Source: an optimization exercise on an open RTL-to-GDS flow (aim: small area, a short achievable clock period and few clock cycles per item). Production flows keep margins and buffers that such runs may drop.
Function was not checked in any run shown here: the RTL went through the layout flow alone.
Power is estimated from default activity; no workload was simulated.

[design/flow/flow/run.sh]
#!/bin/bash
# The standard layout (standard.sh: the ORFS flow, standard synthesis included), with two
# changes: the input and output port buffers are the smallest plain buffer, buf_1, instead of the
# cell buffer_ports picks by itself (a 10 um2 delay buffer); and timing repair aims at a setup
# slack of 12.7 ns on the design's clock, so that it speeds up the critical paths.
set -euo pipefail
export BUFFER_PORTS_ARGS="-buffer_cell sky130_fd_sc_hd__buf_1"
export SETUP_SLACK_MARGIN=12.7
bash standard.sh > standard_make.log 2>&1
[design/flow/standard.sh]
#!/bin/bash
# synth_recipe.tcl (not shown) runs the flow's synth.tcl, then flattens the netlist and writes it again
# the make line also repeats each setting of config.mk as NAME=value (left out here)
make -C /OpenROAD-flow-scripts/flow DESIGN_CONFIG=/design/flow/config.mk WORK_HOME=/design/flow/orfs CLKGATE_MAP_FILE= SYNTH_SCRIPT=/design/flow/synth_recipe.tcl "${@:-finish}"
[design/flow/config.mk]
export PLATFORM = sky130hd
export DESIGN_NAME = expu_accumulator
export DESIGN_NICKNAME = expu_accumulator
export VERILOG_FILES = /design/flow/design.v
export SDC_FILE = /design/flow/constraint.sdc
export NUM_CORES = 4
export LEC_CHECK = 0
export CAP_MARGIN = 20
export CORE_MARGIN = 2
export CORE_UTILIZATION = 40
export CTS_BUF_LIST = sky130_fd_sc_hd__clkbuf_4 sky130_fd_sc_hd__clkbuf_8
export SLEW_MARGIN = 20
export SYNTH_HIERARCHICAL = 1
[design/flow/constraint.sdc]
create_clock -name core_clock -period 22.0 [get_ports {clk_i}]
set_input_delay 4.4000 -clock core_clock [delete_from_list [all_inputs] [get_ports {clk_i}]]
set_output_delay 4.4000 -clock core_clock [all_outputs]
set_load 0.01 [all_outputs]
[design/flow/design.v]
module expu_fa (
    input  logic a,
    input  logic b,
    input  logic c,
    output logic s,
    output logic co
);
    assign s  = a ^ b ^ c;
    assign co = (a & b) | (a & c) | (b & c);
endmodule
module expu_ha (
    input  logic a,
    input  logic b,
    output logic s,
    output logic co
);
    assign s  = a ^ b;
    assign co = a & b;
endmodule
module expu_ready (
    input  logic enable,
    input  logic clear,
    input  logic busy,
    input  logic ready_in,
    output logic ready
);
    assign ready = enable & ~clear & (~busy | ready_in);
endmodule
module expu_gate5 (
    input  logic [4:0] pre,
    input  logic       en,
    output logic [4:0] oh
);
    assign oh = pre & {5{en}};
endmodule
module expu_or8 (
    input  logic [7:0] a,
    output logic       y
);
    assign y = |a;
endmodule
module expu_add4_lo (
    input  logic [3:0] a,
    input  logic [3:0] b,
    output logic [3:0] s,
    output logic       co
);
    logic [3:0] p, g, c;
    logic       g32, p32, g10;
    for (genvar i = 0; i < 4; i++) begin : g_pg
        expu_ha u_pg (.a(a[i]), .b(b[i]), .s(p[i]), .co(g[i]));
    end
    assign g10  = g[1] | (p[1] & g[0]);
    assign g32  = g[3] | (p[3] & g[2]);
    assign p32  = p[3] & p[2];
    assign c[0] = g[0];
    assign c[1] = g10;
    assign c[2] = g[2] | (p[2] & c[1]);
    assign c[3] = g32 | (p32 & c[1]);
    assign s    = p ^ {c[2:0], 1'b0};
    assign co   = c[3];
endmodule
module expu_add4 (
    input  logic [3:0] a,
    input  logic [3:0] b,
    input  logic       ci,
    output logic [3:0] s,
    output logic       co
);
    logic [3:0] p, g, c;
    logic       g32, p32, g10, p10;
    for (genvar i = 0; i < 4; i++) begin : g_pg
        expu_ha u_pg (.a(a[i]), .b(b[i]), .s(p[i]), .co(g[i]));
    end
    assign g10  = g[1] | (p[1] & g[0]);
    assign p10  = p[1] & p[0];
    assign g32  = g[3] | (p[3] & g[2]);
    assign p32  = p[3] & p[2];
    assign c[0] = g[0] | (p[0] & ci);
    assign c[1] = g10 | (p10 & ci);
    assign c[2] = g[2] | (p[2] & c[1]);
    assign c[3] = g32 | (p32 & c[1]);
    assign s    = p ^ {c[2:0], ci};
    assign co   = c[3];
endmodule
module expu_add4_hi (
    input  logic [3:0] a,
    input  logic [3:0] b,
    input  logic       ci,
    input  logic       xi,
    output logic [3:0] s,
    output logic       co
);
    logic [3:0] p, g, c;
    logic       g32, p32, g10, p10;
    for (genvar i = 0; i < 4; i++) begin : g_pg
        expu_ha u_pg (.a(a[i]), .b(b[i]), .s(p[i]), .co(g[i]));
    end
    assign g10  = g[1] | (p[1] & g[0]);
    assign p10  = p[1] & p[0];
    assign g32  = g[3] | (p[3] & g[2]);
    assign p32  = p[3] & p[2];
    assign c[0] = g[0] | (p[0] & ci);
    assign c[1] = g10 | (p10 & ci);
    assign c[2] = g[2] | (p[2] & c[1]);
    assign c[3] = g32 | (p32 & c[1]);
    assign s    = p ^ {c[2:0], ci};
    assign co   = c[3] | xi;
endmodule
module expu_accumulator #(
    parameter int EXP_BITS  = 8,
    parameter int MANT_BITS = 7,
    parameter int N_ROWS    = 8,
    parameter int ACC_WIDTH = 32,
    parameter int ACC_FRAC  = 16,
    localparam int WIDTH    = EXP_BITS + MANT_BITS + 1
) (
    input  logic                      clk_i,
    input  logic                      rst_ni,
    input  logic                      clear_i,
    input  logic                      enable_i,
    input  logic                      valid_i,
    output logic                      ready_o,
    input  logic [N_ROWS-1:0]         strb_i,
    input  logic [N_ROWS*WIDTH-1:0]   op_i,
    input  logic                      last_i,
    output logic [ACC_WIDTH-1:0]      sum_o,
    output logic                      overflow_o,
    output logic                      valid_o,
    input  logic                      ready_i
);
    localparam int BLK   = 4;                   
    localparam int N_BLK = ACC_WIDTH / BLK;
    logic                 valid_q, part_q, ovf_q;
    logic [ACC_WIDTH-1:0] acc_q;                
    logic [N_BLK-1:1]     cy_q;                 
    logic                 handover, accept, keep;
    logic [N_ROWS-1:0]    lane_sat;
    logic [ACC_WIDTH-1:0] lane_val [N_ROWS];
    logic [ACC_WIDTH-1:0] acc_base, row_a, row_b, total;
    logic [N_BLK-1:1]     cy_base, cy_d;
    logic                 tree_high, ovf_early, ovf_d;
    logic [ACC_WIDTH-1:0] res;
    logic                 res_carry, res_ovf;
    assign handover = valid_q & ready_i & enable_i & ~clear_i;
    expu_ready u_ready (
        .enable   (enable_i),
        .clear    (clear_i),
        .busy     (valid_q),
        .ready_in (ready_i),
        .ready    (ready_o)
    );
    assign accept   = valid_i & enable_i & ~clear_i & (~valid_q | ready_i);
    assign keep     = part_q | (valid_q & ~handover);
    assign acc_base = acc_q & {ACC_WIDTH{keep}};
    assign cy_base  = cy_q & {(N_BLK-1){keep}};
    for (genvar i = 0; i < N_ROWS; i++) begin : g_lane
        logic [15:0] x;
        logic [7:0]  e;
        logic        on;
        logic [8:0]  g;
        logic [10:0] h;
        logic [14:0] f;
        logic [4:0]  pre, oh;
        assign x  = op_i[i*WIDTH +: WIDTH];
        assign e  = x[14:7];
        assign on = strb_i[i] & ~x[15];
        assign lane_sat[i] = accept & on & (e >= 8'd143);
        assign g[0] = x[0] & ~e[0];
        for (genvar k = 1; k < 7; k++) begin : g_g
            assign g[k] = e[0] ? x[k-1] : x[k];
        end
        assign g[7] = e[0] ? x[6] : 1'b1;
        assign g[8] = e[0];
        for (genvar k = 0; k < 11; k++) begin : g_h
            if (k < 2)      assign h[k] = g[k] & ~e[1];
            else if (k < 9) assign h[k] = e[1] ? g[k-2] : g[k];
            else            assign h[k] = g[k-2] & e[1];
        end
        for (genvar k = 0; k < 15; k++) begin : g_f
            if (k < 4)       assign f[k] = h[k] & ~e[2];
            else if (k < 11) assign f[k] = e[2] ? h[k-4] : h[k];
            else             assign f[k] = h[k-4] & e[2];
        end
        assign pre[0] = on & (e == 8'd111);
        assign pre[1] = on & (e[7:3] == 5'd14);
        assign pre[2] = on & (e[7:3] == 5'd15);
        assign pre[3] = on & (e[7:3] == 5'd16);
        assign pre[4] = on & (e[7:3] == 5'd17) & (e[2:0] != 3'd7);
        expu_gate5 u_gate (.pre(pre), .en(accept), .oh(oh));
        for (genvar j = 0; j < ACC_WIDTH; j++) begin : g_val
            logic t;
            always_comb begin
                t = 1'b0;
                for (int k = 0; k < 5; k++)
                    if (j + 14 - 8*k >= 0 && j + 14 - 8*k <= 14) t = t | (oh[k] & f[j + 14 - 8*k]);
            end
            assign lane_val[i][j] = t;
        end
    end
    logic ts0, tc0, ts1, tc1, ts2, tc2, ts3, tc3, ts4, tc4, ts5, tc5;
    logic ts6, tc6, ts7, tc7, ts8, tc8, ts9, tc9, ts10, tc10, ts11, tc11;
    logic ts12, tc12, ts13, tc13, ts14, tc14, ts15, tc15, ts16, tc16, ts17, tc17;
    logic ts18, tc18, ts19, tc19, ts20, tc20, ts21, tc21, ts22, tc22, ts23, tc23;
    logic ts24, tc24, ts25, tc25, ts26, tc26, ts27, tc27, ts28, tc28, ts29, tc29;
    logic ts30, tc30, ts31, tc31, ts32, tc32, ts33, tc33, ts34, tc34, ts35, tc35;
    logic ts36, tc36, ts37, tc37, ts38, tc38, ts39, tc39, ts40, tc40, ts41, tc41;
    logic ts42, tc42, ts43, tc43, ts44, tc44, ts45, tc45, ts46, tc46, ts47, tc47;
    logic ts48, tc48, ts49, tc49, ts50, tc50, ts51, tc51, ts52, tc52, ts53, tc53;
    logic ts54, tc54, ts55, tc55, ts56, tc56, ts57, tc57, ts58, tc58, ts59, tc59;
    logic ts60, tc60, ts61, tc61, ts62, tc62, ts63, tc63, ts64, tc64, ts65, tc65;
    logic ts66, tc66, ts67, tc67, ts68, tc68, ts69, tc69, ts70, tc70, ts71, tc71;
    logic ts72, tc72, ts73, tc73, ts74, tc74, ts75, tc75, ts76, tc76, ts77, tc77;
    logic ts78, tc78, ts79, tc79, ts80, tc80, ts81, tc81, ts82, tc82, ts83, tc83;
    logic ts84, tc84, ts85, tc85, ts86, tc86, ts87, tc87, ts88, tc88, ts89, tc89;
    logic ts90, tc90, ts91, tc91, ts92, tc92, ts93, tc93, ts94, tc94, ts95, tc95;
    logic ts96, tc96, ts97, tc97, ts98, tc98, ts99, tc99, ts100, tc100, ts101, tc101;
    logic ts102, tc102, ts103, tc103, ts104, tc104, ts105, tc105, ts106, tc106, ts107, tc107;
    logic ts108, tc108, ts109, tc109, ts110, tc110, ts111, tc111, ts112, tc112, ts113, tc113;
    logic ts114, tc114, ts115, tc115, ts116, tc116, ts117, tc117, ts118, tc118, ts119, tc119;
    logic ts120, tc120, ts121, tc121, ts122, tc122, ts123, tc123, ts124, tc124, ts125, tc125;
    logic ts126, tc126, ts127, tc127, ts128, tc128, ts129, tc129, ts130, tc130, ts131, tc131;
    logic ts132, tc132, ts133, tc133, ts134, tc134, ts135, tc135, ts136, tc136, ts137, tc137;
    logic ts138, tc138, ts139, tc139, ts140, tc140, ts141, tc141, ts142, tc142, ts143, tc143;
    logic ts144, tc144, ts145, tc145, ts146, tc146, ts147, tc147, ts148, tc148, ts149, tc149;
    logic ts150, tc150, ts151, tc151, ts152, tc152, ts153, tc153, ts154, tc154, ts155, tc155;
    logic ts156, tc156, ts157, tc157, ts158, tc158, ts159, tc159, ts160, tc160, ts161, tc161;
    logic ts162, tc162, ts163, tc163, ts164, tc164, ts165, tc165, ts166, tc166, ts167, tc167;
    logic ts168, tc168, ts169, tc169, ts170, tc170, ts171, tc171, ts172, tc172, ts173, tc173;
    logic ts174, tc174, ts175, tc175, ts176, tc176, ts177, tc177, ts178, tc178, ts179, tc179;
    logic ts180, tc180, ts181, tc181, ts182, tc182, ts183, tc183, ts184, tc184, ts185, tc185;
    logic ts186, tc186, ts187, tc187, ts188, tc188, ts189, tc189, ts190, tc190, ts191, tc191;
    logic ts192, tc192, ts193, tc193, ts194, tc194, ts195, tc195, ts196, tc196, ts197, tc197;
    logic ts198, tc198, ts199, tc199, ts200, tc200, ts201, tc201, ts202, tc202, ts203, tc203;
    logic ts204, tc204, ts205, tc205, ts206, tc206, ts207, tc207, ts208, tc208, ts209, tc209;
    logic ts210, tc210, ts211, tc211, ts212, tc212, ts213, tc213, ts214, tc214, ts215, tc215;
    logic ts216, tc216, ts217, tc217, ts218, tc218, ts219, tc219, ts220, tc220, ts221, tc221;
    expu_fa u_fa0 (.a(lane_val[0][0]), .b(lane_val[1][0]), .c(lane_val[2][0]), .s(ts0), .co(tc0));
    expu_ha u_ha1 (.a(lane_val[3][0]), .b(lane_val[4][0]), .s(ts1), .co(tc1));
    expu_fa u_fa2 (.a(lane_val[0][1]), .b(lane_val[1][1]), .c(lane_val[2][1]), .s(ts2), .co(tc2));
    expu_fa u_fa3 (.a(lane_val[3][1]), .b(lane_val[4][1]), .c(lane_val[5][1]), .s(ts3), .co(tc3));
    expu_ha u_ha4 (.a(lane_val[6][1]), .b(lane_val[7][1]), .s(ts4), .co(tc4));
    expu_fa u_fa5 (.a(lane_val[0][2]), .b(lane_val[1][2]), .c(lane_val[2][2]), .s(ts5), .co(tc5));
    expu_fa u_fa6 (.a(lane_val[3][2]), .b(lane_val[4][2]), .c(lane_val[5][2]), .s(ts6), .co(tc6));
    expu_fa u_fa7 (.a(lane_val[6][2]), .b(lane_val[7][2]), .c(acc_base[2]), .s(ts7), .co(tc7));
    expu_fa u_fa8 (.a(lane_val[0][3]), .b(lane_val[1][3]), .c(lane_val[2][3]), .s(ts8), .co(tc8));
    expu_fa u_fa9 (.a(lane_val[3][3]), .b(lane_val[4][3]), .c(lane_val[5][3]), .s(ts9), .co(tc9));
    expu_fa u_fa10 (.a(lane_val[6][3]), .b(lane_val[7][3]), .c(acc_base[3]), .s(ts10), .co(tc10));
    expu_fa u_fa11 (.a(lane_val[0][4]), .b(lane_val[1][4]), .c(lane_val[2][4]), .s(ts11), .co(tc11));
    expu_fa u_fa12 (.a(lane_val[3][4]), .b(lane_val[4][4]), .c(lane_val[5][4]), .s(ts12), .co(tc12));
    expu_fa u_fa13 (.a(lane_val[6][4]), .b(lane_val[7][4]), .c(acc_base[4]), .s(ts13), .co(tc13));
    expu_fa u_fa14 (.a(lane_val[0][5]), .b(lane_val[1][5]), .c(lane_val[2][5]), .s(ts14), .co(tc14));
    expu_fa u_fa15 (.a(lane_val[3][5]), .b(lane_val[4][5]), .c(lane_val[5][5]), .s(ts15), .co(tc15));
    expu_fa u_fa16 (.a(lane_val[6][5]), .b(lane_val[7][5]), .c(acc_base[5]), .s(ts16), .co(tc16));
    expu_fa u_fa17 (.a(lane_val[0][6]), .b(lane_val[1][6]), .c(lane_val[2][6]), .s(ts17), .co(tc17));
    expu_fa u_fa18 (.a(lane_val[3][6]), .b(lane_val[4][6]), .c(lane_val[5][6]), .s(ts18), .co(tc18));
    expu_fa u_fa19 (.a(lane_val[6][6]), .b(lane_val[7][6]), .c(acc_base[6]), .s(ts19), .co(tc19));
    expu_fa u_fa20 (.a(lane_val[0][7]), .b(lane_val[1][7]), .c(lane_val[2][7]), .s(ts20), .co(tc20));
    expu_fa u_fa21 (.a(lane_val[3][7]), .b(lane_val[4][7]), .c(lane_val[5][7]), .s(ts21), .co(tc21));
    expu_fa u_fa22 (.a(lane_val[6][7]), .b(lane_val[7][7]), .c(acc_base[7]), .s(ts22), .co(tc22));
    expu_fa u_fa23 (.a(lane_val[0][8]), .b(lane_val[1][8]), .c(lane_val[2][8]), .s(ts23), .co(tc23));
    expu_fa u_fa24 (.a(lane_val[3][8]), .b(lane_val[4][8]), .c(lane_val[5][8]), .s(ts24), .co(tc24));
    expu_fa u_fa25 (.a(lane_val[6][8]), .b(lane_val[7][8]), .c(acc_base[8]), .s(ts25), .co(tc25));
    expu_fa u_fa26 (.a(lane_val[0][9]), .b(lane_val[1][9]), .c(lane_val[2][9]), .s(ts26), .co(tc26));
    expu_fa u_fa27 (.a(lane_val[3][9]), .b(lane_val[4][9]), .c(lane_val[5][9]), .s(ts27), .co(tc27));
    expu_fa u_fa28 (.a(lane_val[6][9]), .b(lane_val[7][9]), .c(acc_base[9]), .s(ts28), .co(tc28));
    expu_fa u_fa29 (.a(lane_val[0][10]), .b(lane_val[1][10]), .c(lane_val[2][10]), .s(ts29), .co(tc29));
    expu_fa u_fa30 (.a(lane_val[3][10]), .b(lane_val[4][10]), .c(lane_val[5][10]), .s(ts30), .co(tc30));
    expu_fa u_fa31 (.a(lane_val[6][10]), .b(lane_val[7][10]), .c(acc_base[10]), .s(ts31), .co(tc31));
    expu_fa u_fa32 (.a(lane_val[0][11]), .b(lane_val[1][11]), .c(lane_val[2][11]), .s(ts32), .co(tc32));
    expu_fa u_fa33 (.a(lane_val[3][11]), .b(lane_val[4][11]), .c(lane_val[5][11]), .s(ts33), .co(tc33));
    expu_fa u_fa34 (.a(lane_val[6][11]), .b(lane_val[7][11]), .c(acc_base[11]), .s(ts34), .co(tc34));
    expu_fa u_fa35 (.a(lane_val[0][12]), .b(lane_val[1][12]), .c(lane_val[2][12]), .s(ts35), .co(tc35));
    expu_fa u_fa36 (.a(lane_val[3][12]), .b(lane_val[4][12]), .c(lane_val[5][12]), .s(ts36), .co(tc36));
    expu_fa u_fa37 (.a(lane_val[6][12]), .b(lane_val[7][12]), .c(acc_base[12]), .s(ts37), .co(tc37));
    expu_fa u_fa38 (.a(lane_val[0][13]), .b(lane_val[1][13]), .c(lane_val[2][13]), .s(ts38), .co(tc38));
    expu_fa u_fa39 (.a(lane_val[3][13]), .b(lane_val[4][13]), .c(lane_val[5][13]), .s(ts39), .co(tc39));
    expu_fa u_fa40 (.a(lane_val[6][13]), .b(lane_val[7][13]), .c(acc_base[13]), .s(ts40), .co(tc40));
    expu_fa u_fa41 (.a(lane_val[0][14]), .b(lane_val[1][14]), .c(lane_val[2][14]), .s(ts41), .co(tc41));
    expu_fa u_fa42 (.a(lane_val[3][14]), .b(lane_val[4][14]), .c(lane_val[5][14]), .s(ts42), .co(tc42));
    expu_fa u_fa43 (.a(lane_val[6][14]), .b(lane_val[7][14]), .c(acc_base[14]), .s(ts43), .co(tc43));
    expu_fa u_fa44 (.a(lane_val[0][15]), .b(lane_val[1][15]), .c(lane_val[2][15]), .s(ts44), .co(tc44));
    expu_fa u_fa45 (.a(lane_val[3][15]), .b(lane_val[4][15]), .c(lane_val[5][15]), .s(ts45), .co(tc45));
    expu_fa u_fa46 (.a(lane_val[6][15]), .b(lane_val[7][15]), .c(acc_base[15]), .s(ts46), .co(tc46));
    expu_fa u_fa47 (.a(lane_val[0][16]), .b(lane_val[1][16]), .c(lane_val[2][16]), .s(ts47), .co(tc47));
    expu_fa u_fa48 (.a(lane_val[3][16]), .b(lane_val[4][16]), .c(lane_val[5][16]), .s(ts48), .co(tc48));
    expu_fa u_fa49 (.a(lane_val[6][16]), .b(lane_val[7][16]), .c(acc_base[16]), .s(ts49), .co(tc49));
    expu_fa u_fa50 (.a(lane_val[0][17]), .b(lane_val[1][17]), .c(lane_val[2][17]), .s(ts50), .co(tc50));
    expu_fa u_fa51 (.a(lane_val[3][17]), .b(lane_val[4][17]), .c(lane_val[5][17]), .s(ts51), .co(tc51));
    expu_fa u_fa52 (.a(lane_val[6][17]), .b(lane_val[7][17]), .c(acc_base[17]), .s(ts52), .co(tc52));
    expu_fa u_fa53 (.a(lane_val[0][18]), .b(lane_val[1][18]), .c(lane_val[2][18]), .s(ts53), .co(tc53));
    expu_fa u_fa54 (.a(lane_val[3][18]), .b(lane_val[4][18]), .c(lane_val[5][18]), .s(ts54), .co(tc54));
    expu_fa u_fa55 (.a(lane_val[6][18]), .b(lane_val[7][18]), .c(acc_base[18]), .s(ts55), .co(tc55));
    expu_fa u_fa56 (.a(lane_val[0][19]), .b(lane_val[1][19]), .c(lane_val[2][19]), .s(ts56), .co(tc56));
    expu_fa u_fa57 (.a(lane_val[3][19]), .b(lane_val[4][19]), .c(lane_val[5][19]), .s(ts57), .co(tc57));
    expu_fa u_fa58 (.a(lane_val[6][19]), .b(lane_val[7][19]), .c(acc_base[19]), .s(ts58), .co(tc58));
    expu_fa u_fa59 (.a(lane_val[0][20]), .b(lane_val[1][20]), .c(lane_val[2][20]), .s(ts59), .co(tc59));
    expu_fa u_fa60 (.a(lane_val[3][20]), .b(lane_val[4][20]), .c(lane_val[5][20]), .s(ts60), .co(tc60));
    expu_fa u_fa61 (.a(lane_val[6][20]), .b(lane_val[7][20]), .c(acc_base[20]), .s(ts61), .co(tc61));
    expu_fa u_fa62 (.a(lane_val[0][21]), .b(lane_val[1][21]), .c(lane_val[2][21]), .s(ts62), .co(tc62));
    expu_fa u_fa63 (.a(lane_val[3][21]), .b(lane_val[4][21]), .c(lane_val[5][21]), .s(ts63), .co(tc63));
    expu_fa u_fa64 (.a(lane_val[6][21]), .b(lane_val[7][21]), .c(acc_base[21]), .s(ts64), .co(tc64));
    expu_fa u_fa65 (.a(lane_val[0][22]), .b(lane_val[1][22]), .c(lane_val[2][22]), .s(ts65), .co(tc65));
    expu_fa u_fa66 (.a(lane_val[3][22]), .b(lane_val[4][22]), .c(lane_val[5][22]), .s(ts66), .co(tc66));
    expu_fa u_fa67 (.a(lane_val[6][22]), .b(lane_val[7][22]), .c(acc_base[22]), .s(ts67), .co(tc67));
    expu_fa u_fa68 (.a(lane_val[0][23]), .b(lane_val[1][23]), .c(lane_val[2][23]), .s(ts68), .co(tc68));
    expu_fa u_fa69 (.a(lane_val[3][23]), .b(lane_val[4][23]), .c(lane_val[5][23]), .s(ts69), .co(tc69));
    expu_fa u_fa70 (.a(lane_val[6][23]), .b(lane_val[7][23]), .c(acc_base[23]), .s(ts70), .co(tc70));
    expu_fa u_fa71 (.a(lane_val[0][24]), .b(lane_val[1][24]), .c(lane_val[2][24]), .s(ts71), .co(tc71));
    expu_fa u_fa72 (.a(lane_val[3][24]), .b(lane_val[4][24]), .c(lane_val[5][24]), .s(ts72), .co(tc72));
    expu_fa u_fa73 (.a(lane_val[6][24]), .b(lane_val[7][24]), .c(acc_base[24]), .s(ts73), .co(tc73));
    expu_fa u_fa74 (.a(lane_val[0][25]), .b(lane_val[1][25]), .c(lane_val[2][25]), .s(ts74), .co(tc74));
    expu_fa u_fa75 (.a(lane_val[3][25]), .b(lane_val[4][25]), .c(lane_val[5][25]), .s(ts75), .co(tc75));
    expu_fa u_fa76 (.a(lane_val[6][25]), .b(lane_val[7][25]), .c(acc_base[25]), .s(ts76), .co(tc76));
    expu_fa u_fa77 (.a(lane_val[0][26]), .b(lane_val[1][26]), .c(lane_val[2][26]), .s(ts77), .co(tc77));
    expu_fa u_fa78 (.a(lane_val[3][26]), .b(lane_val[4][26]), .c(lane_val[5][26]), .s(ts78), .co(tc78));
    expu_fa u_fa79 (.a(lane_val[6][26]), .b(lane_val[7][26]), .c(acc_base[26]), .s(ts79), .co(tc79));
    expu_fa u_fa80 (.a(lane_val[0][27]), .b(lane_val[1][27]), .c(lane_val[2][27]), .s(ts80), .co(tc80));
    expu_fa u_fa81 (.a(lane_val[3][27]), .b(lane_val[4][27]), .c(lane_val[5][27]), .s(ts81), .co(tc81));
    expu_fa u_fa82 (.a(lane_val[6][27]), .b(lane_val[7][27]), .c(acc_base[27]), .s(ts82), .co(tc82));
    expu_fa u_fa83 (.a(lane_val[0][28]), .b(lane_val[1][28]), .c(lane_val[2][28]), .s(ts83), .co(tc83));
    expu_fa u_fa84 (.a(lane_val[3][28]), .b(lane_val[4][28]), .c(lane_val[5][28]), .s(ts84), .co(tc84));
    expu_fa u_fa85 (.a(lane_val[6][28]), .b(lane_val[7][28]), .c(acc_base[28]), .s(ts85), .co(tc85));
    expu_fa u_fa86 (.a(lane_val[0][29]), .b(lane_val[1][29]), .c(lane_val[2][29]), .s(ts86), .co(tc86));
    expu_fa u_fa87 (.a(lane_val[3][29]), .b(lane_val[4][29]), .c(lane_val[5][29]), .s(ts87), .co(tc87));
    expu_fa u_fa88 (.a(lane_val[6][29]), .b(lane_val[7][29]), .c(acc_base[29]), .s(ts88), .co(tc88));
    expu_fa u_fa89 (.a(lane_val[0][30]), .b(lane_val[1][30]), .c(lane_val[2][30]), .s(ts89), .co(tc89));
    expu_fa u_fa90 (.a(lane_val[3][30]), .b(lane_val[4][30]), .c(lane_val[5][30]), .s(ts90), .co(tc90));
    expu_fa u_fa91 (.a(lane_val[6][30]), .b(lane_val[7][30]), .c(acc_base[30]), .s(ts91), .co(tc91));
    expu_fa u_fa92 (.a(lane_val[0][31]), .b(lane_val[1][31]), .c(lane_val[2][31]), .s(ts92), .co(tc92));
    expu_fa u_fa93 (.a(lane_val[3][31]), .b(lane_val[4][31]), .c(lane_val[5][31]), .s(ts93), .co(tc93));
    expu_fa u_fa94 (.a(lane_val[6][31]), .b(lane_val[7][31]), .c(acc_base[31]), .s(ts94), .co(tc94));
    expu_fa u_fa95 (.a(ts0), .b(ts1), .c(lane_val[5][0]), .s(ts95), .co(tc95));
    expu_fa u_fa96 (.a(tc0), .b(tc1), .c(ts2), .s(ts96), .co(tc96));
    expu_ha u_ha97 (.a(ts3), .b(ts4), .s(ts97), .co(tc97));
    expu_fa u_fa98 (.a(tc2), .b(tc3), .c(tc4), .s(ts98), .co(tc98));
    expu_fa u_fa99 (.a(ts5), .b(ts6), .c(ts7), .s(ts99), .co(tc99));
    expu_fa u_fa100 (.a(tc5), .b(tc6), .c(tc7), .s(ts100), .co(tc100));
    expu_fa u_fa101 (.a(ts8), .b(ts9), .c(ts10), .s(ts101), .co(tc101));
    expu_fa u_fa102 (.a(tc8), .b(tc9), .c(tc10), .s(ts102), .co(tc102));
    expu_fa u_fa103 (.a(ts11), .b(ts12), .c(ts13), .s(ts103), .co(tc103));
    expu_fa u_fa104 (.a(tc11), .b(tc12), .c(tc13), .s(ts104), .co(tc104));
    expu_fa u_fa105 (.a(ts14), .b(ts15), .c(ts16), .s(ts105), .co(tc105));
    expu_fa u_fa106 (.a(tc14), .b(tc15), .c(tc16), .s(ts106), .co(tc106));
    expu_fa u_fa107 (.a(ts17), .b(ts18), .c(ts19), .s(ts107), .co(tc107));
    expu_fa u_fa108 (.a(tc17), .b(tc18), .c(tc19), .s(ts108), .co(tc108));
    expu_fa u_fa109 (.a(ts20), .b(ts21), .c(ts22), .s(ts109), .co(tc109));
    expu_fa u_fa110 (.a(tc20), .b(tc21), .c(tc22), .s(ts110), .co(tc110));
    expu_fa u_fa111 (.a(ts23), .b(ts24), .c(ts25), .s(ts111), .co(tc111));
    expu_fa u_fa112 (.a(tc23), .b(tc24), .c(tc25), .s(ts112), .co(tc112));
    expu_fa u_fa113 (.a(ts26), .b(ts27), .c(ts28), .s(ts113), .co(tc113));
    expu_fa u_fa114 (.a(tc26), .b(tc27), .c(tc28), .s(ts114), .co(tc114));
    expu_fa u_fa115 (.a(ts29), .b(ts30), .c(ts31), .s(ts115), .co(tc115));
    expu_fa u_fa116 (.a(tc29), .b(tc30), .c(tc31), .s(ts116), .co(tc116));
    expu_fa u_fa117 (.a(ts32), .b(ts33), .c(ts34), .s(ts117), .co(tc117));
    expu_fa u_fa118 (.a(tc32), .b(tc33), .c(tc34), .s(ts118), .co(tc118));
    expu_fa u_fa119 (.a(ts35), .b(ts36), .c(ts37), .s(ts119), .co(tc119));
    expu_fa u_fa120 (.a(tc35), .b(tc36), .c(tc37), .s(ts120), .co(tc120));
    expu_fa u_fa121 (.a(ts38), .b(ts39), .c(ts40), .s(ts121), .co(tc121));
    expu_fa u_fa122 (.a(tc38), .b(tc39), .c(tc40), .s(ts122), .co(tc122));
    expu_fa u_fa123 (.a(ts41), .b(ts42), .c(ts43), .s(ts123), .co(tc123));
    expu_fa u_fa124 (.a(tc41), .b(tc42), .c(tc43), .s(ts124), .co(tc124));
    expu_fa u_fa125 (.a(ts44), .b(ts45), .c(ts46), .s(ts125), .co(tc125));
    expu_fa u_fa126 (.a(tc44), .b(tc45), .c(tc46), .s(ts126), .co(tc126));
    expu_fa u_fa127 (.a(ts47), .b(ts48), .c(ts49), .s(ts127), .co(tc127));
    expu_fa u_fa128 (.a(tc47), .b(tc48), .c(tc49), .s(ts128), .co(tc128));
    expu_fa u_fa129 (.a(ts50), .b(ts51), .c(ts52), .s(ts129), .co(tc129));
    expu_fa u_fa130 (.a(tc50), .b(tc51), .c(tc52), .s(ts130), .co(tc130));
    expu_fa u_fa131 (.a(ts53), .b(ts54), .c(ts55), .s(ts131), .co(tc131));
    expu_fa u_fa132 (.a(tc53), .b(tc54), .c(tc55), .s(ts132), .co(tc132));
    expu_fa u_fa133 (.a(ts56), .b(ts57), .c(ts58), .s(ts133), .co(tc133));
    expu_fa u_fa134 (.a(tc56), .b(tc57), .c(tc58), .s(ts134), .co(tc134));
    expu_fa u_fa135 (.a(ts59), .b(ts60), .c(ts61), .s(ts135), .co(tc135));
    expu_fa u_fa136 (.a(tc59), .b(tc60), .c(tc61), .s(ts136), .co(tc136));
    expu_fa u_fa137 (.a(ts62), .b(ts63), .c(ts64), .s(ts137), .co(tc137));
    expu_fa u_fa138 (.a(tc62), .b(tc63), .c(tc64), .s(ts138), .co(tc138));
    expu_fa u_fa139 (.a(ts65), .b(ts66), .c(ts67), .s(ts139), .co(tc139));
    expu_fa u_fa140 (.a(tc65), .b(tc66), .c(tc67), .s(ts140), .co(tc140));
    expu_fa u_fa141 (.a(ts68), .b(ts69), .c(ts70), .s(ts141), .co(tc141));
    expu_fa u_fa142 (.a(tc68), .b(tc69), .c(tc70), .s(ts142), .co(tc142));
    expu_fa u_fa143 (.a(ts71), .b(ts72), .c(ts73), .s(ts143), .co(tc143));
    expu_fa u_fa144 (.a(tc71), .b(tc72), .c(tc73), .s(ts144), .co(tc144));
    expu_fa u_fa145 (.a(ts74), .b(ts75), .c(ts76), .s(ts145), .co(tc145));
    expu_fa u_fa146 (.a(tc74), .b(tc75), .c(tc76), .s(ts146), .co(tc146));
    expu_fa u_fa147 (.a(ts77), .b(ts78), .c(ts79), .s(ts147), .co(tc147));
    expu_fa u_fa148 (.a(tc77), .b(tc78), .c(tc79), .s(ts148), .co(tc148));
    expu_fa u_fa149 (.a(ts80), .b(ts81), .c(ts82), .s(ts149), .co(tc149));
    expu_fa u_fa150 (.a(tc80), .b(tc81), .c(tc82), .s(ts150), .co(tc150));
    expu_fa u_fa151 (.a(ts83), .b(ts84), .c(ts85), .s(ts151), .co(tc151));
    expu_fa u_fa152 (.a(tc83), .b(tc84), .c(tc85), .s(ts152), .co(tc152));
    expu_fa u_fa153 (.a(ts86), .b(ts87), .c(ts88), .s(ts153), .co(tc153));
    expu_fa u_fa154 (.a(tc86), .b(tc87), .c(tc88), .s(ts154), .co(tc154));
    expu_fa u_fa155 (.a(ts89), .b(ts90), .c(ts91), .s(ts155), .co(tc155));
    expu_fa u_fa156 (.a(tc89), .b(tc90), .c(tc91), .s(ts156), .co(tc156));
    expu_fa u_fa157 (.a(ts92), .b(ts93), .c(ts94), .s(ts157), .co(tc157));
    expu_ha u_ha158 (.a(ts95), .b(lane_val[6][0]), .s(ts158), .co(tc158));
    expu_fa u_fa159 (.a(tc95), .b(ts96), .c(ts97), .s(ts159), .co(tc159));
    expu_fa u_fa160 (.a(tc96), .b(tc97), .c(ts98), .s(ts160), .co(tc160));
    expu_fa u_fa161 (.a(tc98), .b(tc99), .c(ts100), .s(ts161), .co(tc161));
    expu_fa u_fa162 (.a(tc100), .b(tc101), .c(ts102), .s(ts162), .co(tc162));
    expu_fa u_fa163 (.a(tc102), .b(tc103), .c(ts104), .s(ts163), .co(tc163));
    expu_fa u_fa164 (.a(tc104), .b(tc105), .c(ts106), .s(ts164), .co(tc164));
    expu_fa u_fa165 (.a(tc106), .b(tc107), .c(ts108), .s(ts165), .co(tc165));
    expu_fa u_fa166 (.a(tc108), .b(tc109), .c(ts110), .s(ts166), .co(tc166));
    expu_fa u_fa167 (.a(tc110), .b(tc111), .c(ts112), .s(ts167), .co(tc167));
    expu_fa u_fa168 (.a(tc112), .b(tc113), .c(ts114), .s(ts168), .co(tc168));
    expu_fa u_fa169 (.a(tc114), .b(tc115), .c(ts116), .s(ts169), .co(tc169));
    expu_fa u_fa170 (.a(tc116), .b(tc117), .c(ts118), .s(ts170), .co(tc170));
    expu_fa u_fa171 (.a(tc118), .b(tc119), .c(ts120), .s(ts171), .co(tc171));
    expu_fa u_fa172 (.a(tc120), .b(tc121), .c(ts122), .s(ts172), .co(tc172));
    expu_fa u_fa173 (.a(tc122), .b(tc123), .c(ts124), .s(ts173), .co(tc173));
    expu_fa u_fa174 (.a(tc124), .b(tc125), .c(ts126), .s(ts174), .co(tc174));
    expu_fa u_fa175 (.a(tc126), .b(tc127), .c(ts128), .s(ts175), .co(tc175));
    expu_fa u_fa176 (.a(tc128), .b(tc129), .c(ts130), .s(ts176), .co(tc176));
    expu_fa u_fa177 (.a(tc130), .b(tc131), .c(ts132), .s(ts177), .co(tc177));
    expu_fa u_fa178 (.a(tc132), .b(tc133), .c(ts134), .s(ts178), .co(tc178));
    expu_fa u_fa179 (.a(tc134), .b(tc135), .c(ts136), .s(ts179), .co(tc179));
    expu_fa u_fa180 (.a(tc136), .b(tc137), .c(ts138), .s(ts180), .co(tc180));
    expu_fa u_fa181 (.a(tc138), .b(tc139), .c(ts140), .s(ts181), .co(tc181));
    expu_fa u_fa182 (.a(tc140), .b(tc141), .c(ts142), .s(ts182), .co(tc182));
    expu_fa u_fa183 (.a(tc142), .b(tc143), .c(ts144), .s(ts183), .co(tc183));
    expu_fa u_fa184 (.a(tc144), .b(tc145), .c(ts146), .s(ts184), .co(tc184));
    expu_fa u_fa185 (.a(tc146), .b(tc147), .c(ts148), .s(ts185), .co(tc185));
    expu_fa u_fa186 (.a(tc148), .b(tc149), .c(ts150), .s(ts186), .co(tc186));
    expu_fa u_fa187 (.a(tc150), .b(tc151), .c(ts152), .s(ts187), .co(tc187));
    expu_fa u_fa188 (.a(tc152), .b(tc153), .c(ts154), .s(ts188), .co(tc188));
    expu_fa u_fa189 (.a(tc154), .b(tc155), .c(ts156), .s(ts189), .co(tc189));
    expu_ha u_ha190 (.a(ts158), .b(lane_val[7][0]), .s(ts190), .co(tc190));
    expu_fa u_fa191 (.a(tc158), .b(ts159), .c(acc_base[1]), .s(ts191), .co(tc191));
    expu_fa u_fa192 (.a(tc159), .b(ts160), .c(ts99), .s(ts192), .co(tc192));
    expu_fa u_fa193 (.a(tc160), .b(ts161), .c(ts101), .s(ts193), .co(tc193));
    expu_fa u_fa194 (.a(tc161), .b(ts162), .c(ts103), .s(ts194), .co(tc194));
    expu_fa u_fa195 (.a(tc162), .b(ts163), .c(ts105), .s(ts195), .co(tc195));
    expu_fa u_fa196 (.a(tc163), .b(ts164), .c(ts107), .s(ts196), .co(tc196));
    expu_fa u_fa197 (.a(tc164), .b(ts165), .c(ts109), .s(ts197), .co(tc197));
    expu_fa u_fa198 (.a(tc165), .b(ts166), .c(ts111), .s(ts198), .co(tc198));
    expu_fa u_fa199 (.a(tc166), .b(ts167), .c(ts113), .s(ts199), .co(tc199));
    expu_fa u_fa200 (.a(tc167), .b(ts168), .c(ts115), .s(ts200), .co(tc200));
    expu_fa u_fa201 (.a(tc168), .b(ts169), .c(ts117), .s(ts201), .co(tc201));
    expu_fa u_fa202 (.a(tc169), .b(ts170), .c(ts119), .s(ts202), .co(tc202));
    expu_fa u_fa203 (.a(tc170), .b(ts171), .c(ts121), .s(ts203), .co(tc203));
    expu_fa u_fa204 (.a(tc171), .b(ts172), .c(ts123), .s(ts204), .co(tc204));
    expu_fa u_fa205 (.a(tc172), .b(ts173), .c(ts125), .s(ts205), .co(tc205));
    expu_fa u_fa206 (.a(tc173), .b(ts174), .c(ts127), .s(ts206), .co(tc206));
    expu_fa u_fa207 (.a(tc174), .b(ts175), .c(ts129), .s(ts207), .co(tc207));
    expu_fa u_fa208 (.a(tc175), .b(ts176), .c(ts131), .s(ts208), .co(tc208));
    expu_fa u_fa209 (.a(tc176), .b(ts177), .c(ts133), .s(ts209), .co(tc209));
    expu_fa u_fa210 (.a(tc177), .b(ts178), .c(ts135), .s(ts210), .co(tc210));
    expu_fa u_fa211 (.a(tc178), .b(ts179), .c(ts137), .s(ts211), .co(tc211));
    expu_fa u_fa212 (.a(tc179), .b(ts180), .c(ts139), .s(ts212), .co(tc212));
    expu_fa u_fa213 (.a(tc180), .b(ts181), .c(ts141), .s(ts213), .co(tc213));
    expu_fa u_fa214 (.a(tc181), .b(ts182), .c(ts143), .s(ts214), .co(tc214));
    expu_fa u_fa215 (.a(tc182), .b(ts183), .c(ts145), .s(ts215), .co(tc215));
    expu_fa u_fa216 (.a(tc183), .b(ts184), .c(ts147), .s(ts216), .co(tc216));
    expu_fa u_fa217 (.a(tc184), .b(ts185), .c(ts149), .s(ts217), .co(tc217));
    expu_fa u_fa218 (.a(tc185), .b(ts186), .c(ts151), .s(ts218), .co(tc218));
    expu_fa u_fa219 (.a(tc186), .b(ts187), .c(ts153), .s(ts219), .co(tc219));
    expu_fa u_fa220 (.a(tc187), .b(ts188), .c(ts155), .s(ts220), .co(tc220));
    expu_fa u_fa221 (.a(tc188), .b(ts189), .c(ts157), .s(ts221), .co(tc221));
    assign row_a = {tc220, tc219, tc218, tc217, tc216, tc215, tc214, tc213, tc212, tc211, tc210, tc209, tc208, tc207, tc206, tc205, tc204, tc203, tc202, tc201, tc200, tc199, tc198, tc197, tc196, tc195, tc194, tc193, tc192, tc191, tc190, ts190};
    assign row_b = {ts221, ts220, ts219, ts218, ts217, ts216, ts215, ts214, ts213, ts212, ts211, ts210, ts209, ts208, ts207, ts206, ts205, ts204, ts203, ts202, ts201, ts200, ts199, ts198, ts197, ts196, ts195, ts194, ts193, ts192, ts191, acc_base[0]};
    expu_or8 u_high (.a({tc221, tc189, tc157, tc156, tc94, tc93, tc92, ovf_early}), .y(tree_high));
    assign ovf_early = (keep & ovf_q) | (|lane_sat);
    for (genvar k = 0; k < N_BLK; k++) begin : g_blk
        if (k == 0) begin : g_lo
            expu_add4_lo u_add (
                .a  (row_a[BLK*k +: BLK]),
                .b  (row_b[BLK*k +: BLK]),
                .s  (total[BLK*k +: BLK]),
                .co (cy_d[k+1])
            );
        end else if (k < N_BLK - 1) begin : g_mid
            expu_add4 u_add (
                .a  (row_a[BLK*k +: BLK]),
                .b  (row_b[BLK*k +: BLK]),
                .ci (cy_base[k]),
                .s  (total[BLK*k +: BLK]),
                .co (cy_d[k+1])
            );
        end else begin : g_hi
            expu_add4_hi u_add (
                .a  (row_a[BLK*k +: BLK]),
                .b  (row_b[BLK*k +: BLK]),
                .ci (cy_base[k]),
                .xi (tree_high),
                .s  (total[BLK*k +: BLK]),
                .co (ovf_d)
            );
        end
    end
    always_ff @(posedge clk_i or negedge rst_ni) begin
        if (!rst_ni) begin
            valid_q <= 1'b0;
            part_q  <= 1'b0;
            ovf_q   <= 1'b0;
        end else if (clear_i) begin
            valid_q <= 1'b0;
            part_q  <= 1'b0;
            ovf_q   <= ovf_d;
        end else begin
            if (accept) begin
                valid_q <= last_i;
                part_q  <= ~last_i;
            end else if (handover) begin
                valid_q <= 1'b0;
            end
            ovf_q <= ovf_d;
        end
    end
    always_ff @(posedge clk_i) begin
        acc_q <= total;
        cy_q  <= cy_d;
    end
    always_comb begin
        logic [ACC_WIDTH-1:0] cy_vec;
        cy_vec = '0;
        for (int k = 1; k < N_BLK; k++) cy_vec[BLK*k] = cy_q[k];
        {res_carry, res} = {1'b0, acc_q} + {1'b0, cy_vec};
    end
    assign res_ovf = ovf_q | res_carry;
    assign sum_o      = res | {ACC_WIDTH{res_ovf}};
    assign overflow_o = res_ovf;
    assign valid_o    = valid_q;
endmodule
==> results.txt, run 1 <==
crit path DAT=4850 ps; IO Count=178; DRT Wirelength=45,100 um; Die Y=184 um; setup TNS=0 ps; gr usage total=0.266; area delta synth->final=7.64%; Final Max Slew Viols=0; largest fanout on the critical path=5; Hold Fails Final Rpt=0; largest net degree at the start of global routing=43; ant diodes=0; CP startpoint=clear_i; vias in the first global route=about 11,000; reg2reg end=acc_q[7]$_DFF_P_; IO Port Bufs=177; RSZ-0062 raised after global routing=no; worst hold stages=2; WL per Instance=23.3 um; final hold slack=568 ps; Clk Latency, worst-skew pair=310 ps; slew margin rel.=0.353; CP required=17,600 ps; CORE AREA=31,700 sq um; die area=33,800 sq um; Final min period=9250 ps; maxcap violations=0; Max Fclk=108 MHz; min-delay src=part_q$_DFFE_PN0P_; Seq/Total Area, Yosys=0.0661; HPWL Detailed=39,000 um; ys flop type=dfxtp_1; syn nets=1,835; via count=between 10,000 and 15,000; P_leak=6.83 nW; total gr overflow=0; Startpoint Class=input pin; Post-Syn Area=~13,000 sq um; status=timing/DRC/antenna clean; row count=65; clock buffer depth=2; drt first-iter violations=1,054; CTS tree=yes; Die X=around 180 um; CP Capture Type=output pin; Syn. warnings=9; Cells after Synth=1,414; peak supply drop=22.4 uV; TritonCTS Buffers=5; Vias/cell=5.88; Initial Util=0.408; Worst Hold End=part_q$_DFFE_PN0P_; Tcrit/Tclk final=0.421; worst r2r path cells=15; first-pass detailed-route iteration total=5; Clock Skews=15.5 ps; R2R setup slack=16,880 ps; Layout Nets=1,949; Slew @ Worst Pin=968 ps; # DRC=0; antenna violations before repair=0; global-route wire length before repair=67,000 um; Avg Inst Size Synth=9.16 sq um; CTS clk-pin slew, worst paths=90 ps; Antenna Nets Post-Route=0; reg-to-reg critical path startpoint=valid_q$_DFFE_PN0P_; H-Tree Depth=2; synthesis-stage register bit count=42; Cell variety after synth=65; Final setup viols=0; number of synthesized flops with an enable pin=0; Async S/R FF share, synth=0.0714; Hold Path Class=flip-flop to flip-flop; CP Class=input pin to output pin; clock root cell=clkbuf_8; Pwr per Cell Area=16.5 nW/um^2; # Post-CTS Setup Buffers=0; layout cell share with drive strength beyond 1=0.0432; Clock Sinks=between 40 and 50; gpl congestion=1.01; CTS Hold Buffers Added=0
cell type report:
type	count	area, sq um
fillers	3173	17800
multi-input cells	1269	11700
flip-flops and latches	42	856
repair buffers	180	692
well taps	402	503
inverters	30	113
clock buffers	5	68.8
clock inverters	3	21.3
worst max-delay path by stage:
stage                     endpoint  slack (ps)  cells after the start
after floorplan            ready_o       12960                      2
after global placement     ready_o       12660                      4
after detailed placement   ready_o       12660                      4
after CTS                  ready_o       12710                      3
after global routing       ready_o       12710                      4
final                      ready_o       12750                      3
stage by stage:
step	utilization	power (mW)	cells	cell area, sq um	setup slack [ps]
global route	0.439	0.244	1931	13900	12710
finish	0.439	0.230	1931	13900	12750
floorplan	-	0.140	1414	13000	12960
CTS	0.439	0.230	1931	13900	12710
global placement	0.436	0.176	1923	13800	12660
detailed placement	0.436	0.177	1923	13800	12660
state kept, by name, summed over array words and instances (netlist names):
name and flops:
acc_q 32, cy_q 7, part_q 1, ovf_q 1, valid_q 1
cells in the final DEF, fill, tap and decap left out, types with 8 or more instances in the layout:
master / instances
buf_1: 173
nand2_1: 112
a21o_1: 8
nor3b_1: 10
a22o_1: 177
nand3_1: 35
a21oi_1: 36
fa_1: 217
ha_1: 61
o21ai_0: 70
o22ai_1: 17
dfxtp_1: 39
and2_1: 102
nor2_1: 73
xnor2_1: 22
nand2b_1: 20
mux2_2: 22
xor2_1: 11
and3_1: 29
nor3_1: 32
inv_1: 29
nor2b_1: 80
mux2i_1: 50
repair_timing:
| action | in CTS | in global routing |
|---|---|---|
| setup endpoints to repair | 1 | 1 |
| resized for setup | 2 | 2 |
| hold endpoints to repair | 0 | 0 |
per-module statistics from Yosys (local to each module, per instance):
module            copies in the design  cell area (sq um)
expu_gate5                           8               31.3
expu_add4                            6               86.3
expu_add4_hi                         1               81.3
expu_add4_lo                         1               70.1
expu_ready                           1               26.3
expu_or8                             1               16.3
expu_fa                            217               20.0
expu_accumulator                     1               7180
expu_ha                             37               12.5
critical path: stages:
cell and delay [ps]:
clkbuf_2 130, nor3b_2 180, buf_2 140
power by group:
group	switching (mW)	internal [mW]
combinational	0.0690	0.0312
clock	0.0298	0.0223
sequential	0.000900	0.0767
Yosys cell counts, types with 7 or more instances:
| library cell | n | area, sq um |
|---|---|---|
| a21o_1 | 8 | 60.1 |
| a21oi_1 | 37 | 185 |
| a22o_1 | 177 | 1550 |
| a31o_1 | 7 | 61.3 |
| a31oi_1 | 7 | 43.8 |
| and2_1 | 102 | 638 |
| and3_1 | 29 | 181 |
| buf_1 | 8 | 30.0 |
| buf_2 | 8 | 40.0 |
| clkbuf_1 | 53 | 199 |
| dfxtp_1 | 39 | 781 |
| fa_1 | 217 | 4340 |
| ha_1 | 61 | 763 |
| inv_1 | 29 | 109 |
| mux2_2 | 22 | 248 |
| mux2i_1 | 50 | 500 |
| nand2_1 | 112 | 420 |
| nand2b_1 | 20 | 125 |
| nand3_1 | 35 | 175 |
| nor2_1 | 73 | 274 |
| nor2b_1 | 80 | 500 |
| nor3_1 | 33 | 165 |
| nor3b_1 | 10 | 75.1 |
| o21ai_0 | 70 | 350 |
| o22ai_1 | 17 | 106 |
| xnor2_1 | 22 | 193 |
| xor2_1 | 11 | 96.3 |
cell families (layout without fill, tap and decap cells):
| logic type | count (synthesis) | count (layout) | share of synthesized area |
|---|---|---|---|
| and+or+nand+nor | 536 | 536 | 0.225 |
| AOI/OAI and AO/OA | 350 | 350 | 0.202 |
| adders and majority gates | 278 | 278 | 0.394 |
| buffers and inverters | 103 | 218 | 0.0327 |
| muxes | 72 | 72 | 0.0578 |
| DFF | 42 | 42 | 0.0661 |
| xor gates and xnor gates | 33 | 33 | 0.0223 |
metal layers:
metal,vias to the layer above,part of all wire,track usage
li1,5269,-,-
met1,5551,0.48,0.397
met2,485,0.43,0.410
met3,53,0.054,0.0160
met4,0,0.035,0.0880
met5,-,0,0
==> run 2: changes to the inputs <==
--- a/design/flow/design.v
+++ b/design/flow/design.v
@@ -17,22 +17,6 @@
     assign s  = a ^ b;
     assign co = a & b;
 endmodule
-module expu_ready (
-    input  logic enable,
-    input  logic clear,
-    input  logic busy,
-    input  logic ready_in,
-    output logic ready
-);
-    assign ready = enable & ~clear & (~busy | ready_in);
-endmodule
-module expu_gate5 (
-    input  logic [4:0] pre,
-    input  logic       en,
-    output logic [4:0] oh
-);
-    assign oh = pre & {5{en}};
-endmodule
 module expu_or8 (
     input  logic [7:0] a,
     output logic       y
@@ -45,20 +29,21 @@
     output logic [3:0] s,
     output logic       co
 );
-    logic [3:0] p, g, c;
-    logic       g32, p32, g10;
+    logic [3:0] p, g;
     for (genvar i = 0; i < 4; i++) begin : g_pg
         expu_ha u_pg (.a(a[i]), .b(b[i]), .s(p[i]), .co(g[i]));
     end
-    assign g10  = g[1] | (p[1] & g[0]);
-    assign g32  = g[3] | (p[3] & g[2]);
-    assign p32  = p[3] & p[2];
-    assign c[0] = g[0];
-    assign c[1] = g10;
-    assign c[2] = g[2] | (p[2] & c[1]);
-    assign c[3] = g32 | (p32 & c[1]);
-    assign s    = p ^ {c[2:0], 1'b0};
-    assign co   = c[3];
+    logic g0_1, p0_1, g0_3, p0_3, g1_2, p1_2, g1_3, p1_3;
+    assign g0_1 = g[1] | (p[1] & g[0]);
+    assign p0_1 = p[1] & p[0];
+    assign g0_3 = g[3] | (p[3] & g[2]);
+    assign p0_3 = p[3] & p[2];
+    assign g1_2 = g[2] | (p[2] & g0_1);
+    assign p1_2 = p[2] & p0_1;
+    assign g1_3 = g0_3 | (p0_3 & g0_1);
+    assign p1_3 = p0_3 & p0_1;
+    assign s  = p ^ {g1_2, g0_1, g[0], 1'b0};
+    assign co = g1_3;
 endmodule
 module expu_add4 (
     input  logic [3:0] a,
@@ -67,21 +52,22 @@
     output logic [3:0] s,
     output logic       co
 );
-    logic [3:0] p, g, c;
-    logic       g32, p32, g10, p10;
+    logic [3:0] p, g;
     for (genvar i = 0; i < 4; i++) begin : g_pg
         expu_ha u_pg (.a(a[i]), .b(b[i]), .s(p[i]), .co(g[i]));
     end
-    assign g10  = g[1] | (p[1] & g[0]);
-    assign p10  = p[1] & p[0];
-    assign g32  = g[3] | (p[3] & g[2]);
-    assign p32  = p[3] & p[2];
-    assign c[0] = g[0] | (p[0] & ci);
-    assign c[1] = g10 | (p10 & ci);
-    assign c[2] = g[2] | (p[2] & c[1]);
-    assign c[3] = g32 | (p32 & c[1]);
-    assign s    = p ^ {c[2:0], ci};
-    assign co   = c[3];
+    logic g0c, g0_1, p0_1, g0_3, p0_3, g1_2, p1_2, g1_3, p1_3;
+    assign g0c = g[0] | (p[0] & ci);
+    assign g0_1 = g[1] | (p[1] & g0c);
+    assign p0_1 = p[1] & p[0];
+    assign g0_3 = g[3] | (p[3] & g[2]);
+    assign p0_3 = p[3] & p[2];
+    assign g1_2 = g[2] | (p[2] & g0_1);
+    assign p1_2 = p[2] & p0_1;
+    assign g1_3 = g0_3 | (p0_3 & g0_1);
+    assign p1_3 = p0_3 & p0_1;
+    assign s  = p ^ {g1_2, g0_1, g0c, ci};
+    assign co = g1_3;
 endmodule
 module expu_add4_hi (
     input  logic [3:0] a,
@@ -91,21 +77,22 @@
     output logic [3:0] s,
     output logic       co
 );
-    logic [3:0] p, g, c;
-    logic       g32, p32, g10, p10;
+    logic [3:0] p, g;
     for (genvar i = 0; i < 4; i++) begin : g_pg
         expu_ha u_pg (.a(a[i]), .b(b[i]), .s(p[i]), .co(g[i]));
     end
-    assign g10  = g[1] | (p[1] & g[0]);
-    assign p10  = p[1] & p[0];
-    assign g32  = g[3] | (p[3] & g[2]);
-    assign p32  = p[3] & p[2];
-    assign c[0] = g[0] | (p[0] & ci);
-    assign c[1] = g10 | (p10 & ci);
-    assign c[2] = g[2] | (p[2] & c[1]);
-    assign c[3] = g32 | (p32 & c[1]);
-    assign s    = p ^ {c[2:0], ci};
-    assign co   = c[3] | xi;
+    logic g0c, g0_1, p0_1, g0_3, p0_3, g1_2, p1_2, g1_3, p1_3;
+    assign g0c = g[0] | (p[0] & ci);
+    assign g0_1 = g[1] | (p[1] & g0c);
+    assign p0_1 = p[1] & p[0];
+    assign g0_3 = g[3] | (p[3] & g[2]);
+    assign p0_3 = p[3] & p[2];
+    assign g1_2 = g[2] | (p[2] & g0_1);
+    assign p1_2 = p[2] & p0_1;
+    assign g1_3 = g0_3 | (p0_3 & g0_1);
+    assign p1_3 = p0_3 & p0_1;
+    assign s  = p ^ {g1_2, g0_1, g0c, ci};
+    assign co = g1_3 | xi;
 endmodule
 module expu_accumulator #(
     parameter int EXP_BITS  = 8,
@@ -143,14 +130,8 @@
     logic [ACC_WIDTH-1:0] res;
     logic                 res_carry, res_ovf;
     assign handover = valid_q & ready_i & enable_i & ~clear_i;
-    expu_ready u_ready (
-        .enable   (enable_i),
-        .clear    (clear_i),
-        .busy     (valid_q),
-        .ready_in (ready_i),
-        .ready    (ready_o)
-    );
-    assign accept   = valid_i & enable_i & ~clear_i & (~valid_q | ready_i);
+    assign ready_o  = enable_i & ~clear_i & (~valid_q | ready_i);
+    assign accept   = valid_i & ready_o;
     assign keep     = part_q | (valid_q & ~handover);
     assign acc_base = acc_q & {ACC_WIDTH{keep}};
     assign cy_base  = cy_q & {(N_BLK-1){keep}};
@@ -161,11 +142,11 @@
         logic [8:0]  g;
         logic [10:0] h;
         logic [14:0] f;
-        logic [4:0]  pre, oh;
+        logic [4:0]  oh;
         assign x  = op_i[i*WIDTH +: WIDTH];
         assign e  = x[14:7];
-        assign on = strb_i[i] & ~x[15];
-        assign lane_sat[i] = accept & on & (e >= 8'd143);
+        assign on = accept & strb_i[i] & ~x[15];
+        assign lane_sat[i] = on & (e >= 8'd143);
         assign g[0] = x[0] & ~e[0];
         for (genvar k = 1; k < 7; k++) begin : g_g
             assign g[k] = e[0] ? x[k-1] : x[k];
@@ -182,12 +163,11 @@
             else if (k < 11) assign f[k] = e[2] ? h[k-4] : h[k];
             else             assign f[k] = h[k-4] & e[2];
         end
-        assign pre[0] = on & (e == 8'd111);
-        assign pre[1] = on & (e[7:3] == 5'd14);
-        assign pre[2] = on & (e[7:3] == 5'd15);
-        assign pre[3] = on & (e[7:3] == 5'd16);
-        assign pre[4] = on & (e[7:3] == 5'd17) & (e[2:0] != 3'd7);
-        expu_gate5 u_gate (.pre(pre), .en(accept), .oh(oh));
+        assign oh[0] = on & (e == 8'd111);
+        assign oh[1] = on & (e[7:3] == 5'd14);
+        assign oh[2] = on & (e[7:3] == 5'd15);
+        assign oh[3] = on & (e[7:3] == 5'd16);
+        assign oh[4] = on & (e[7:3] == 5'd17) & (e[2:0] != 3'd7);
         for (genvar j = 0; j < ACC_WIDTH; j++) begin : g_val
             logic t;
             always_comb begin
@@ -461,33 +441,14 @@
     assign row_b = {ts221, ts220, ts219, ts218, ts217, ts216, ts215, ts214, ts213, ts212, ts211, ts210, ts209, ts208, ts207, ts206, ts205, ts204, ts203, ts202, ts201, ts200, ts199, ts198, ts197, ts196, ts195, ts194, ts193, ts192, ts191, acc_base[0]};
     expu_or8 u_high (.a({tc221, tc189, tc157, tc156, tc94, tc93, tc92, ovf_early}), .y(tree_high));
     assign ovf_early = (keep & ovf_q) | (|lane_sat);
-    for (genvar k = 0; k < N_BLK; k++) begin : g_blk
-        if (k == 0) begin : g_lo
-            expu_add4_lo u_add (
-                .a  (row_a[BLK*k +: BLK]),
-                .b  (row_b[BLK*k +: BLK]),
-                .s  (total[BLK*k +: BLK]),
-                .co (cy_d[k+1])
-            );
-        end else if (k < N_BLK - 1) begin : g_mid
-            expu_add4 u_add (
-                .a  (row_a[BLK*k +: BLK]),
-                .b  (row_b[BLK*k +: BLK]),
-                .ci (cy_base[k]),
-                .s  (total[BLK*k +: BLK]),
-                .co (cy_d[k+1])
-            );
-        end else begin : g_hi
-            expu_add4_hi u_add (
-                .a  (row_a[BLK*k +: BLK]),
-                .b  (row_b[BLK*k +: BLK]),
-                .ci (cy_base[k]),
-                .xi (tree_high),
-                .s  (total[BLK*k +: BLK]),
-                .co (ovf_d)
-            );
-        end
-    end
+    expu_add4_lo u_add0 (.a(row_a[3:0]), .b(row_b[3:0]), .s(total[3:0]), .co(cy_d[1]));
+    expu_add4 u_add1 (.a(row_a[7:4]), .b(row_b[7:4]), .ci(cy_base[1]), .s(total[7:4]), .co(cy_d[2]));
+    expu_add4 u_add2 (.a(row_a[11:8]), .b(row_b[11:8]), .ci(cy_base[2]), .s(total[11:8]), .co(cy_d[3]));
+    expu_add4 u_add3 (.a(row_a[15:12]), .b(row_b[15:12]), .ci(cy_base[3]), .s(total[15:12]), .co(cy_d[4]));
+    expu_add4 u_add4 (.a(row_a[19:16]), .b(row_b[19:16]), .ci(cy_base[4]), .s(total[19:16]), .co(cy_d[5]));
+    expu_add4 u_add5 (.a(row_a[23:20]), .b(row_b[23:20]), .ci(cy_base[5]), .s(total[23:20]), .co(cy_d[6]));
+    expu_add4 u_add6 (.a(row_a[27:24]), .b(row_b[27:24]), .ci(cy_base[6]), .s(total[27:24]), .co(cy_d[7]));
+    expu_add4_hi u_add7 (.a(row_a[31:28]), .b(row_b[31:28]), .ci(cy_base[7]), .xi(tree_high), .s(total[31:28]), .co(ovf_d));
     always_ff @(posedge clk_i or negedge rst_ni) begin
         if (!rst_ni) begin
             valid_q <= 1'b0;
==> design/flow/flow/run.sh (replaced) <==
#!/bin/bash
# The standard layout (standard.sh: the ORFS flow, standard synthesis included), with two
# changes: the input and output port buffers are the smallest plain buffer, buf_1, instead of the
# cell buffer_ports picks by itself (a 10 um2 delay buffer); and timing repair aims at a setup
# slack of 12.6 ns on the design's clock, so that it speeds up the critical paths.
set -euo pipefail
export BUFFER_PORTS_ARGS="-buffer_cell sky130_fd_sc_hd__buf_1"
export SETUP_SLACK_MARGIN=12.6
bash standard.sh > standard_make.log 2>&1
--- a/design/flow/config.mk
+++ b/design/flow/config.mk
@@ -8,6 +8,5 @@
 export CAP_MARGIN = 20
 export CORE_MARGIN = 2
 export CORE_UTILIZATION = 40
-export CTS_BUF_LIST = sky130_fd_sc_hd__clkbuf_4 sky130_fd_sc_hd__clkbuf_8
 export SLEW_MARGIN = 20
 export SYNTH_HIERARCHICAL = 1
==> results.txt, run 2 <==
CP Class=input pin to flip-flop; DRT Wirelength=about 46,000 um; Max Fclk=around 100 MHz; # fillers=2,931; Clock Skews=6.84 ps; WL per Instance=about 23 um; synthesis-stage register bit count=42; maxcap violations=0; gr usage total=0.271; internal cell power=between 0.15 and 0.2 mW; CORE AREA=roughly 31,000 sq um; most frequent cells in the layout=fa_1, nor2_1, buf_1; CTS clk-pin slew, worst paths=70 ps; vias in the first global route=11,176; sequential share of power=0.265; Hold Path Class=flip-flop to flip-flop; max reg flops=32; die area=32,300 sq um; ys flop type=dfxtp_1; worst r2r path cells=20; most common cell after layout, fill and taps aside=fa_1; TritonCTS Buffers=5; Largest regs=acc_q x32, cy_q x7; total gr overflow=0; syn nets=1,830; antenna violations before repair=1; CP required=22,230 ps; # placed instances=1,904; cell taking the most area after synthesis=fa_1; Sw Pwr=0.114 mW; share of Yosys cell area claimed by the top area cell type=0.352; final core utilization=0.495; CP Capture Type=flip-flop; Cell variety after synth=61; final cell count without fillers=about 2,000; Seq/Total Area, Yosys=0.0693; Syn. warnings=9; Clock Sinks=42; IO Port Bufs=roughly 180; status=timing/DRC/antenna clean; Hold Fails Final Rpt=0; Final min period=9610 ps; Post-synth top cells=fa_1, nor2_1, o22ai_1; CTS tree=yes; Startpoint Class=input pin; crit path DAT=9840 ps; Avg Inst Size Synth=8.81 sq um; clock root cell=clkbuf_16; Initial Util=0.405; via count=11,708; worst hold stages=2; Post-Syn Area=12,400 sq um; Die Y=180 um; Antenna Nets Post-Route=0; P_leak=6.76 nW; largest net degree at the start of global routing=slightly above 40; Layout Nets=roughly 2,000; Clk Latency, worst-skew pair=290 ps; most common cell in the netlist=fa_1; setup TNS=0 ps; largest fanout on the critical path=6; CTS Hold Buffers Added=0; HPWL Detailed=37,900 um; # DRC=0; Slew @ Worst Pin=848 ps; Vias/cell=5.92; Top reg by flops=acc_q; Clock power frac=0.342; area delta synth->final=22.2%; Final Max Slew Viols=0; clock buffer depth=2; peak supply drop=27.3 uV; Reg area=856 sq um; Tcrit/Tclk final=0.437; global-route wire length before repair=just under 70,000 um; Die X=180 um; number of synthesized flops with an enable pin=0; drt first-iter violations=1,057; Sw Share=0.387; Final setup viols=0; slew margin rel.=0.429; row count=64; RSZ-0062 raised after global routing=yes; IO Count=178; first-pass detailed-route iteration total=5; H-Tree Depth=2; Pwr per Cell Area=19.4 nW/um^2; Comb power frac=0.393; Async S/R FF share, synth=0.0714; gpl congestion=1.01; Cells after Synth=1,402; synth top area cells=fa_1, o22ai_1, ha_1; layout cell share with drive strength beyond 1=0.206; area of the multi-input gates=12,200 sq um
## run 2: path summary, 6_finish.rpt
| kind | slack, ps | from | to |
|---|---|---|---|
| min in group asynchronous | 3960 | rst_ni | ovf_q$_DFF_PN0_ |
| worst max register to register | 16160 | valid_q$_DFFE_PN0P_ | acc_q[23]$_DFF_P_ |
| worst min-delay path | 600 | acc_q[0]$_DFF_P_ | acc_q[0]$_DFF_P_ |
| max in group asynchronous | 17800 | rst_ni | part_q$_DFFE_PN0P_ |
| worst min register to register | 600 | acc_q[0]$_DFF_P_ | acc_q[0]$_DFF_P_ |
| worst max-delay path | 12390 | clear_i | acc_q[23]$_DFF_P_ |
## run 2: cell families after synthesis
kind of cell / after synthesis / synth area share
buffers and inverters: 97 / 0.0379
AOI/OAI and AO/OA: 308 / 0.155
and+or+nand+nor: 551 / 0.220
xor gates and xnor gates: 29 / 0.0206
adders and majority gates: 285 / 0.420
DFF: 42 / 0.0693
muxes: 90 / 0.0765
## run 2: worst max-delay path, cell delays in order
cell and delay (ps):
buf_6 90, nand2b_4 140, a211oi_4 190, buf_12 160, buf_12 140, nand4b_1 120, or4_4 440, or3b_4 490
buf_6 170, o22ai_4 180, fa_2 520, fa_2 360, fa_1 510, fa_1 430, ha_1 290, ha_2 160
or2_1 230, ha_2 180, or2_4 250, ha_4 150, nor2_2 80, xnor2_1 120
## run 2: metal layers
| metal | share of wire | vias to the layer above | GRT usage | routed length (um) |
|---|---|---|---|---|
| met2 | 0.46 | 525 | 0.442 | 21100 |
| met5 | 0 | - | 0 | 0 |
| met3 | 0.084 | 86 | 0.0318 | 3910 |
| met4 | 0.037 | 0 | 0.0764 | 1700 |
| li1 | - | 5346 | - | - |
| met1 | 0.42 | 5751 | 0.382 | 19600 |
## run 2: stage by stage
stage / cell area [sq um] / hold WS [ps] / total power, mW / worst slack [ps]
after floorplan: 12600 / 537 / 0.144 / 12570
after global placement: 13400 / 579 / 0.178 / 11480
after detailed placement: 13400 / 580 / 0.179 / 11480
after CTS: 14200 / 609 / 0.284 / 12400
after global routing: 15100 / 634 / 0.307 / 12230
final: 15100 / 596 / 0.294 / 12390
## run 2: timing repair
| item | CTS | global route |
|---|---|---|
| pin swaps | 12 | 55 |
| setup endpoints to repair | 26 | 20 |
| resized for setup | 83 | 127 |
| gates cloned | 1 | 4 |
| buffers inserted | 27 | 32 |
## run 2: final cells by class
class | count | area share
antenna | 1 | 0.000166
inverter | 21 | 0.00522
timing repair buffer | 243 | 0.0867
tap | 396 | 0.0328
clock inverter | 3 | 0.00456
clock buffer | 5 | 0.00828
multi-input combinational | 1266 | 0.806
sequential | 42 | 0.0567
## run 2: power by group through the flow
stage	Combinational [mW]	Clock (mW)	Sequential [mW]
after floorplan	0.0646	0	0.0791
final	0.116	0.100	0.0777
after detailed placement	0.0998	0	0.0794
after global placement	0.0987	0	0.0794
after CTS	0.104	0.102	0.0777
after global routing	0.125	0.104	0.0778
## run 2: Yosys stat by module, one instance, submodules excluded
module,flip-flops and latches,cells inside
expu_accumulator,42,1067
expu_add4,0,10
expu_add4_hi,0,9
expu_add4_lo,0,9
expu_fa,0,1
expu_or8,0,3
expu_ha,0,1

[port drivers added, routing unchanged]
The results above use ideal ports. As a check the final layouts listed here were re-extracted and re-timed, cells and wires unchanged.
Step 1 assumes that a clkbuf_16 drives the clock port and a buf_2 every other input.
Step 2, shift: input delay + t, output delay - t, t = (earliest + latest rising clock arrival at the registers) / 2. This alone moves slack from input paths to output paths.
Three values: no drivers, after step 1, after step 2; two values: the first two.
run	t, ns	slack for setup (ns)	cell pins on the clock port's net
run 1	0.338	12.747 / 12.724 / 12.687	1
run 2	0.336	12.390 / 12.403 / 12.067	1
After both steps every run listed still meets setup and hold. For run 2, which loses most, drivers alone change the setup slack by +0.013 ns; drivers and shift together by -0.323 ns.
